This design comes from an exercise in tuning for small area, a short achievable clock period and few clock cycles per item on the open sky130 flow, not from production work.
Where RTL was checked, it was by simulation tests only, not by an equivalence proof against the original.

run D:
// adc_scan_scale_smooth
module adc_scan_scale_smooth (
   input  logic                clock,
   input  logic                reset,
   input  logic                req_valid,
   output logic                req_ready,
   input  logic [13:0]         req_sample,
   output logic                rsp_valid,
   input  logic                rsp_ready,
   output logic [1:0]          rsp_channel,
   output logic signed [31:0]  rsp_smoothed_value,
   output logic [7:0]          rsp_next_mux,
   input  logic                csr_we,
   input  logic [2:0]          csr_index,
   input  logic [31:0]         csr_wdata
);
   adcsss_pkg::cfg_type cfg;
   logic                go;
   logic                res_valid;
   logic [1:0]          res_channel;
   logic signed [31:0]  res_value;
   adcsss_csr u_csr (
      .clock     (clock),
      .reset     (reset),
      .csr_we    (csr_we),
      .csr_index (csr_index),
      .csr_wdata (csr_wdata),
      .cfg       (cfg)
   );
   adcsss_dp u_dp (
      .clock       (clock),
      .reset       (reset),
      .go          (go),
      .req_valid   (req_valid),
      .req_ready   (req_ready),
      .cfg         (cfg),
      .req_sample  (req_sample),
      .res_valid   (res_valid),
      .res_channel (res_channel),
      .res_value   (res_value)
   );
   adcsss_ctrl u_ctrl (
      .clock              (clock),
      .reset              (reset),
      .res_valid          (res_valid),
      .res_channel        (res_channel),
  ...
Size in the first run: roughly 700 flip-flops, about 98 I/O pins.
Settings: LEC_CHECK=0, CAP_MARGIN=20, CORE_MARGIN=2, CORE_UTILIZATION=40, CTS_BUF_LIST=sky130_fd_sc_hd__clkbuf_8, CTS_CLUSTER_SIZE=20, SLEW_MARGIN=20; clock period 9.5 ns.
standard.sh (not shown) runs the stock make flow with config.mk's settings and CLKGATE_MAP_FILE= SYNTH_SCRIPT=/design/flow/synth_recipe.tcl, a recipe that flattens the netlist after the stock synthesis.
==> flow/flow/run.sh <==
#!/bin/bash
# The standard layout, with three changes to how it is made:
#  - Yosys synth without its early "abc -fast" pass (-noabc), so that
#    extract_fa finds the carry-save adders without inverted polarities;
#  - port buffers of a plain buffer cell instead of the default delay cell;
#  - timing repair aimed 5 ns below the clock period.
# The clock period, SDC and everything else are the standard flow's. Each tool's output is
# in orfs/logs/ (ORFS) and in standard.log.
set -euo pipefail
bash standard.sh SYNTH_ARGS=-noabc SETUP_SLACK_MARGIN=5.5 \
  "BUFFER_PORTS_ARGS=-buffer_cell sky130_fd_sc_hd__buf_2" finish > standard.log 2>&1
Inputs modified between run D and run Y:
-- flow/design.v --
<<< run D, line 333
   );
   logic [9*W1-1:0]  rows1;
   logic [W1-1:0]    ps_in, pc_in;
   adcsss_booth_rows #(.WX(29), .D(9), .W(W1)) u_rows1 (
>>> run Y, line 333
   );
   logic [9*W1-1:0]  rows1;
   logic [10*W1-1:0] rows1k;
   logic [W1-1:0]    ps_in, pc_in;
   adcsss_booth_rows #(.WX(29), .D(9), .W(W1)) u_rows1 (
<<< run D, line 342
      .rows  (rows1)
   );
   adcsss_csa_tree #(.N(9), .W(W1)) u_tree1 (
      .rows  (rows1),
      .sum   (ps_in),
      .carry (pc_in)
>>> run Y, line 343
      .rows  (rows1)
   );
   assign rows1k = {(ch2_ff == adcsss_pkg::CH_TEMP) ? T1 : 45'd0, rows1};
   adcsss_csa_tree #(.N(10), .W(W1)) u_tree1 (
      .rows  (rows1k),
      .sum   (ps_in),
      .carry (pc_in)
<<< run D, line 353
   logic signed [31:0] gval;
   logic signed [31:0] value;
   logic [W1-1:0] p3s, p3c;
   adcsss_csa_tree #(.N(3), .W(W1)) u_tree3 (
      .rows  ({(ch3_ff == adcsss_pkg::CH_TEMP) ? T1 : 45'd0, pc_ff, ps_ff}),
      .sum   (p3s),
      .carry (p3c)
   );
   assign p    = p3s + p3c;
   assign kk   = p[27:12];
   assign tsat = kk[15] && (kk <= 16'd65261);
>>> run Y, line 355
   logic signed [31:0] gval;
   logic signed [31:0] value;
   assign p    = ps_ff + pc_ff;
   assign kk   = p[27:12];
   assign tsat = kk[15] && (kk <= 16'd65261);
<<< run D, line 391
   logic signed [31:0] avg5;
   logic [9*W2-1:0]    rows2;
   logic [W2-1:0]      qs_in, qc_in;
   always_comb begin
      unique case (ch6_ff)
         adcsss_pkg::CH_TEMP: avg5 = avg0_ff;
         adcsss_pkg::CH_VOLT: avg5 = avg1_ff;
>>> run Y, line 387
   logic signed [31:0] avg5;
   logic [9*W2-1:0]    rows2;
   logic [10*W2-1:0]   rows2a;
   logic [W2-1:0]      qs_in, qc_in;
   always_comb begin
      unique case (ch5_ff)
         adcsss_pkg::CH_TEMP: avg5 = avg0_ff;
         adcsss_pkg::CH_VOLT: avg5 = avg1_ff;
<<< run D, line 407
      .rows  (rows2)
   );
   adcsss_csa_tree #(.N(9), .W(W2)) u_tree2 (
      .rows  (rows2),
      .sum   (qs_in),
      .carry (qc_in)
   );
   logic [W2-1:0] acc;
   logic [W2-1:0] a3s, a3c;
   adcsss_csa_tree #(.N(3), .W(W2)) u_tree4 (
      .rows  ({avg5, 16'd0, qc_ff, qs_ff}),
      .sum   (a3s),
      .carry (a3c)
   );
   assign acc         = a3s + a3c;
   assign res_valid   = v6_ff;
   assign res_channel = ch6_ff;
>>> run Y, line 404
      .rows  (rows2)
   );
   assign rows2a = {avg5, 16'd0, rows2};
   adcsss_csa_tree #(.N(10), .W(W2)) u_tree2 (
      .rows  (rows2a),
      .sum   (qs_in),
      .carry (qc_in)
   );
   logic [W2-1:0] acc;
   assign acc         = qs_ff + qc_ff;
   assign res_valid   = v6_ff;
   assign res_channel = ch6_ff;
==> comparison <==
- In the reports for run D and run Y, the smaller largest driver fanout on the critical path belongs to run D.
- For run D, the launch point of the critical path was u_dp.ch3_ff[0]$_DFFE_PP_, unlike run Y, where it was u_dp.g_one_ff[4]$_DFFE_PP_.
- Maximum frequency (run Y vs. run D) increases by more than 10%
- Global-route wire length before repair was higher in run Y than in run D.
- Delta (run Y minus run D): post-route fraction of the period consumed by the critical path saw a decrease.
Testbench counts of run Y, summed over its fixed seeds: cycles 4,856, samples 4,800.
No functional check of the RTL was part of run D.


adc_scan_scale_smooth with an RTL version that a note above also has.
For scale: ~5400 cells after synthesis, roughly 700 flip-flops, roughly 55000 um^2 of cells after synthesis.
==> flow/config.mk <==
export PLATFORM = sky130hd
export DESIGN_NAME = adc_scan_scale_smooth
export DESIGN_NICKNAME = adc_scan_scale_smooth
export VERILOG_FILES = /design/flow/design.v
export SDC_FILE = /design/flow/constraint.sdc
export NUM_CORES = 4
export LEC_CHECK = 0
export CAP_MARGIN = 20
export CORE_MARGIN = 2
export CORE_UTILIZATION = 40
export CTS_BUF_LIST = sky130_fd_sc_hd__clkbuf_8
export CTS_CLUSTER_SIZE = 20
export SLEW_MARGIN = 20
==> flow/constraint.sdc <==
create_clock -name core_clock -period 9.5 [get_ports {clock}]
set_input_delay 1.9000 -clock core_clock [delete_from_list [all_inputs] [get_ports {clock}]]
set_output_delay 1.9000 -clock core_clock [all_outputs]
set_load 0.01 [all_outputs]
==> flow/flow/run.sh <==
#!/bin/bash
# The standard layout, with three changes to how it is made:
#  - Yosys synth without its early "abc -fast" pass (-noabc), so that
#    extract_fa finds the carry-save adders without inverted polarities;
#  - port buffers of a plain buffer cell instead of the default delay cell;
#  - timing repair aimed 5.5 ns below the clock period.
# The clock period, SDC and everything else are the standard flow's. Each tool's output is
# in orfs/logs/ (ORFS) and in standard.log.
set -euo pipefail
bash standard.sh SYNTH_ARGS=-noabc SETUP_SLACK_MARGIN=5.75 \
  "BUFFER_PORTS_ARGS=-buffer_cell sky130_fd_sc_hd__buf_2" finish > standard.log 2>&1
Testbench counts at the start, summed over its fixed seeds: cycles 4,856, samples 4,800.
==> next run, changes <==
--- a/flow/design.v
+++ b/flow/design.v
@@ -270,19 +270,18 @@
    output logic                req_ready,
    input  adcsss_pkg::cfg_type cfg,
    input  logic [13:0]         req_sample,
    output logic                res_valid,
    output logic [1:0]          res_channel,
    output logic signed [31:0]  res_value
 );
    localparam int W1 = 45;    
    localparam int W2 = 48;    
-   localparam [W1-1:0] T1 = 45'd2048 - (45'd274 << 12);
    logic [1:0]         ptr_ff;
    logic               isk_v_ff;
    logic [1:0]         isk_ch_ff;
    logic [13:0]        isk_s_ff;
    logic               accept;
    logic               v0;
    logic [1:0]         ch0;
    logic [13:0]        s0;
    logic               v1_ff, v2_ff, v3_ff, v4_ff, v5_ff, v6_ff;
@@ -326,42 +325,48 @@
       endcase
    end
    adcsss_booth_enc #(.D(9)) u_genc (
       .y   ({2'b00, opb}),
       .one (g_one),
       .two (g_two),
       .neg (g_neg)
    );
    logic [9*W1-1:0]  rows1;
-   logic [10*W1-1:0] rows1k;
    logic [W1-1:0]    ps_in, pc_in;
    adcsss_booth_rows #(.WX(29), .D(9), .W(W1)) u_rows1 (
       .x     (x_ff),
       .one   (g_one_ff),
       .two   (g_two_ff),
       .neg   (g_neg_ff),
-      .extra ((ch2_ff == adcsss_pkg::CH_TEMP) ? 45'd0 : 45'd8),
+      .extra ((ch2_ff == adcsss_pkg::CH_TEMP) ? 45'd2048 : 45'd8),
       .rows  (rows1)
    );
-   assign rows1k = {(ch2_ff == adcsss_pkg::CH_TEMP) ? T1 : 45'd0, rows1};
-   adcsss_csa_tree #(.N(10), .W(W1)) u_tree1 (
-      .rows  (rows1k),
+   adcsss_csa_tree #(.N(9), .W(W1)) u_tree1 (
+      .rows  (rows1),
       .sum   (ps_in),
       .carry (pc_in)
    );
    logic [W1-1:0]      p;
    logic [15:0]        kk;
    logic               tsat;
    logic signed [31:0] tval;
    logic signed [31:0] gval;
    logic signed [31:0] value;
    assign p    = ps_ff + pc_ff;
-   assign kk   = p[27:12];
+   logic [12:0] lo12;
+   logic [15:0] ks, kc;
+   adcsss_csa_tree #(.N(3), .W(16)) u_tree_k (
+      .rows  ({16'd65262, pc_ff[27:12], ps_ff[27:12]}),
+      .sum   (ks),
+      .carry (kc)
+   );
+   assign lo12 = {1'b0, ps_ff[11:0]} + {1'b0, pc_ff[11:0]};
+   assign kk   = ks + kc + {15'd0, lo12[12]};
    assign tsat = kk[15] && (kk <= 16'd65261);
    assign tval = tsat ? 32'sh7fff_ffff : {kk, 16'd55706};
    assign gval = (p[44:35] == {10{p[35]}}) ? p[35:4]
                : (p[44] ? 32'sh8000_0000 : 32'sh7fff_ffff);
    assign value = (ch3_ff == adcsss_pkg::CH_TEMP) ? tval : gval;
    logic signed [31:0] avg4;
    logic [16:0]        alpha;
    logic [8:0]         a_one, a_two, a_neg;
    always_comb begin
The new run finished clean; global-route usage is lower by 0.72 points; fmax is lower by 7.3%; non-clock buffer count is lower by 73; via count barely changes; final area is lower by 3.7%; worst hold slack barely changes; cell count is lower by 1.1%; clock skew barely changes; worst setup slack got worse by 320 ps; wire length is lower by 2.9%.
Function not checked in the second run of this note: the RTL went through the layout flow alone.

port drivers added, routing unchanged:
The results above use ideal ports. As a check the final layouts listed here were re-extracted and re-timed, cells and wires unchanged. Step 1: set_driving_cell puts a clkbuf_16 on clock and a buf_2 on each other input, an assumption about the parent block. Step 2 adds t to the input delays and takes it off the output delays; t is the mean of the earliest and latest rising clock arrival at the registers after step 1. Input paths then give back, and output paths get back, about the clock's delay inside the block. Three values: no drivers, after step 1, after step 2; two values: the first two.
run	t (ns)	setup WS [ns]	hold slack, ns	worst setup path at the end
run D	0.921	4.702 / 4.702 / 4.702	0.420 / 0.420 / 0.420	register to register
run Y	0.891	5.461 / 5.461 / 4.883	0.443 / 0.443 / 0.443	input to register
the first run of note 2	0.927	5.407 / 5.407 / 5.010	0.452 / 0.452 / 0.452	input to register
the second run of note 2	0.917	5.086 / 5.086 / 5.020	0.453 / 0.453 / 0.453	input to register
After both steps setup and hold are still met in every run listed. The setup slack of run Y, which loses most, moves by 0.000 ns with the drivers and by -0.578 ns with both steps.
